Background: an optimization exercise with open tools, aiming at small area, a short achievable clock period and few clock cycles. Do not read the settings as production practice.
Function was checked by simulation only, so behaviour that the tests miss may differ from the original.

## onyx
==> flow/design.v (excerpt) <==
module userchoice_dual_scramble_hash_core (
  input  wire                              clk_i,
  input  wire                              rst_ni,
  input  wire                              in_valid_i,
  output logic                             in_stall_o,
  input  wire  [ucdsh_pkg::WordW-1:0]      in_data_i,
  input  wire                              in_last_i,
  output logic                             out_valid_o,
  input  wire                              out_stall_i,
  output logic [ucdsh_pkg::WordW-1:0]      out_hash_first_o,
  output logic [ucdsh_pkg::WordW-1:0]      out_hash_second_o,
  output logic                             out_hash_valid_o,
  input  wire                              cfg_we_i,
  input  wire  [ucdsh_pkg::CfgIdxW-1:0]    cfg_idx_i,
  input  wire  [ucdsh_pkg::WordW-1:0]      cfg_wdata_i
);
Size: roughly 5600 cells after synthesis, roughly 290 flip-flops, roughly 140 I/O pins, about 0.043 sq mm of cells after synthesis.
export LEC_CHECK = 0
export ABC_AREA = 1
export CAP_MARGIN = 20
export CORE_MARGIN = 2
export CORE_UTILIZATION = 50
export SETUP_SLACK_MARGIN = 5
export SLEW_MARGIN = 20
export TNS_END_PERCENT = 5
create_clock -name core_clock -period 14.0 [get_ports {clk_i}]
standard.sh (not shown) runs the stock make flow with config.mk's settings and CLKGATE_MAP_FILE= SYNTH_SCRIPT=/design/flow/synth_recipe.tcl, a recipe that flattens the netlist after the stock synthesis.
==> flow/flow/run.sh <==
#!/bin/bash
set -euo pipefail
bash standard.sh SETUP_SLACK_MARGIN=8 finish > flow.log 2>&1
Testbench counts of onyx, summed over its fixed seeds: cycles 14,117.
--- input diff onyx..tundra ---
==> flow/flow/run.sh <==
#!/bin/bash
set -euo pipefail
bash standard.sh SETUP_SLACK_MARGIN=7 finish > flow.log 2>&1
diff --git a/flow/config.mk b/flow/config.mk
--- a/flow/config.mk
+++ b/flow/config.mk
@@ -12,3 +12,3 @@
 export SETUP_SLACK_MARGIN = 5
 export SLEW_MARGIN = 20
-export TNS_END_PERCENT = 5
+export TNS_END_PERCENT = 0
## What came out
onyx finished every step from synthesis to the final layout, and the layout passed the timing, DRC and antenna checks. tundra: PASS, flow complete, no timing, DRC or antenna violations. Sequential share of layout area (higher): tundra. tundra vs onyx: number of buffers added by the clock tree synthesis step down in tundra. Post-layout instance area was higher in the run labelled onyx. Setup slack: tundra less than onyx. Core occupancy in the finished layout (higher): onyx. | total of cells resized after clock tree synthesis | tundra vs onyx | 570 lower |. Standard cell with the maximum stage delay on the critical path: dfrtp_2 -> onyx, clkdlybuf4s50_1 -> tundra. Going from onyx to tundra, non-clock buffer count down 388, initial antenna violation count down 1.
For lagoon, these inputs were changed with respect to tundra:
diff --git a/flow/config.mk b/flow/config.mk
--- a/flow/config.mk
+++ b/flow/config.mk
@@ -12,3 +12,3 @@
 export SETUP_SLACK_MARGIN = 5
 export SLEW_MARGIN = 20
-export TNS_END_PERCENT = 0
+export TNS_END_PERCENT = 5
[summary]
When the final numbers for lagoon and tundra were put side by side, the time the worst path needs with I/O delays and setup turned out to be greater in lagoon.
lagoon against tundra: routed wire length held, via count went down 245, synthesis-to-layout area growth held, number of cells on the worst reg-to-reg path went down 3, worst setup slack went down 0.010 ns.
Width of the chip came out exactly the same in lagoon and tundra.
Worst hold slack across all endpoints of tundra is on par with lagoon.
Final area essentially unchanged between lagoon and tundra.

userchoice_dual_scramble_hash_core again, from the RTL that the note above started with.
clock: 14.0 ns
lec_check: 0
abc_area: 1
cap_margin: 20
core_margin: 2
core_utilization: 40
gpl_routability_driven: 0
setup_slack_margin: 5
slew_margin: 20
==> flow/flow/run.sh <==
#!/bin/bash
set -euo pipefail
bash standard.sh SETUP_SLACK_MARGIN=7 finish > flow.log 2>&1
Testbench counts at the start, summed over its fixed seeds: cycles 14,117.
Next try:
- CORE_UTILIZATION: 40 -> 50
- GPL_ROUTABILITY_DRIVEN: 0 -> not set
- TNS_END_PERCENT: not set -> 30
Cell area came out lower by 2.3%.
Worst hold slack gets worse by 0.0048 ns.
Global-route usage went up by 9.3 points.
Next try:
==> flow/flow/run.sh (replaced) <==
#!/bin/bash
set -euo pipefail
bash standard.sh SETUP_SLACK_MARGIN=7.5 finish > flow.log 2>&1
- CORE_UTILIZATION: 50 -> 40
- TNS_END_PERCENT: 30 -> not set
What happened: Setup slack gains 0.59 ns; die area is higher by a quarter to a third; routed wire length is higher by roughly a tenth; synthesized cell count is unchanged.
Next try:
==> flow/flow/run.sh (replaced) <==
#!/bin/bash
set -euo pipefail
bash standard.sh SETUP_SLACK_MARGIN=7 finish > flow.log 2>&1
- CORE_UTILIZATION: 40 -> 50
Effect:
- The new run completed without violations
- wire length is lower by 10%
- die area is lower by 20%
- global-route usage is higher by 5.5 points
- first-iteration DRC count is lower by 14%
- worst setup slack gets worse by 0.46 ns
- non-clock buffer count is lower by 416
- final area is lower by 13%

userchoice_dual_scramble_hash_core, a different RTL version from the one above (not shown whole).
For scale: roughly 5500 cells after synthesis, about 43000 µm² of cells after synthesis.
clock: 14.0 ns
lec_check: 0
abc_area: 1
cap_margin: 20
core_margin: 2
core_utilization: 40
setup_slack_margin: 5
slew_margin: 20
==> flow/flow/run.sh <==
#!/bin/bash
set -euo pipefail
bash standard.sh SETUP_SLACK_MARGIN=6 finish > flow.log 2>&1
Testbench counts at the start, summed over its fixed seeds: cycles 14,117.
Rerun with:
==> flow/flow/run.sh (replaced) <==
#!/bin/bash
set -euo pipefail
bash standard.sh SETUP_SLACK_MARGIN=8 finish > flow.log 2>&1
Settings changed: PLACE_DENSITY set to 0.7.
=>
- The changed run finished clean
- design area came out higher by 21%
- synthesized cell count stays the same
- via count came out higher by about 12%
Rerun with:
Settings changed: PLACE_DENSITY 0.7 to unset.
Effect:
- maximum frequency went down by 2.7%
- synthesized cell count does not change
- synthesized area stays the same
- global-route usage went down by 0.77 points
- register-to-register slack gets worse by 0.19 ns
- sequential cell count stays the same
- die area does not change
- worst hold slack gets worse by 0.0098 ns
- count of clock-buffer cells in the layout is unchanged
- final cell count went down by 3.0%

Setup of v6:
Starting RTL as in the previous note.
clock: 14.0 ns
lec_check: 0
abc_area: 1
cap_margin: 20
core_margin: 2
core_utilization: 40
setup_slack_margin: 5
slew_margin: 20
==> flow/flow/run.sh <==
#!/bin/bash
set -euo pipefail
bash standard.sh SYNTH_ARGS=-noabc SETUP_SLACK_MARGIN=8 finish > flow.log 2>&1
v6 did not stop at any stage, and its layout met the timing, DRC and antenna checks.
Testbench counts of v6, summed over its fixed seeds: cycles 14,117.
--- input diff v6..v7 ---
==> flow/flow/run.sh <==
#!/bin/bash
set -euo pipefail
bash standard.sh SETUP_SLACK_MARGIN=7 finish > flow.log 2>&1
Notes after the runs:
Delta (v7 minus v6): die area rose 3.1%, HPWL after detailed placement shrank by 3.4 mm, final routed DRC violation total held, critical path depth in cells shrank by 14, clock-buffer cell count up about 30%.
pos_q as the startpoint of the worst setup timing path was reported by v6, and sub_q by v7.

==> separate check: timing with driven ports <==
The results above use ideal ports. As a check the final layouts listed here were re-extracted and re-timed, cells and wires unchanged.
Step 1 sets driving cells, clkbuf_16 on the clock port and buf_2 on the other inputs (assumed; they add their load-dependent delay and slew).
Step 2 adds t to the input delays and takes it off the output delays; t is the mean of the earliest and latest rising clock arrival at the registers after step 1. Input paths then give back, and output paths get back, about the clock's delay inside the block.
Slacks: ideal / step 1 / step 2; pairs: ideal / step 1.
run | shift t [ns] | slack for setup (ns) | worst hold slack (ns) | latest minus earliest clock arrival (ns) | worst register clock-pin slew, ns
onyx | 0.655 | 7.447 / 7.377 / 7.520 | 0.358 / 0.358 / 0.358 | 0.033 / 0.033 | 0.07 / 0.07
tundra | 0.643 | 6.811 / 6.743 / 6.827 | 0.349 / 0.349 / 0.349 | 0.061 / 0.061 | 0.07 / 0.07
lagoon | 0.645 | 6.801 / 6.732 / 6.896 | 0.349 / 0.349 / 0.349 | 0.061 / 0.061 | 0.07 / 0.07
the first run of note 2 | 0.657 | 6.935 / 6.863 / 7.102 | 0.354 / 0.354 / 0.354 | 0.033 / 0.033 | 0.07 / 0.07
the second run of note 2 | 0.645 | 6.816 / 6.747 / 6.941 | 0.349 / 0.349 / 0.349 | 0.062 / 0.061 | 0.07 / 0.07
the third run of note 2 | 0.667 | 7.403 / 7.333 / 7.427 | 0.354 / 0.354 / 0.354 | 0.036 / 0.037 | 0.07 / 0.07
the fourth run of note 2 | 0.647 | 6.939 / 6.939 / 6.939 | 0.348 / 0.348 / 0.348 | 0.062 / 0.062 | 0.07 / 0.07
the first run of note 3 | 0.653 | 6.087 / 6.087 / 6.087 | 0.329 / 0.329 / 0.329 | 0.050 / 0.049 | 0.08 / 0.08
the second run of note 3 | 0.691 | 7.114 / 7.083 / 7.114 | 0.360 / 0.360 / 0.360 | 0.036 / 0.036 | 0.07 / 0.07
the third run of note 3 | 0.679 | 6.921 / 6.921 / 6.921 | 0.350 / 0.350 / 0.350 | 0.063 / 0.064 | 0.07 / 0.07
v6 | 0.670 | 6.856 / 6.856 / 6.856 | 0.352 / 0.352 / 0.352 | 0.052 / 0.052 | 0.08 / 0.08
v7 | 0.658 | 6.951 / 6.880 / 6.967 | 0.332 / 0.332 / 0.332 | 0.048 / 0.048 | 0.07 / 0.07
After both steps setup and hold are still met in every run listed.
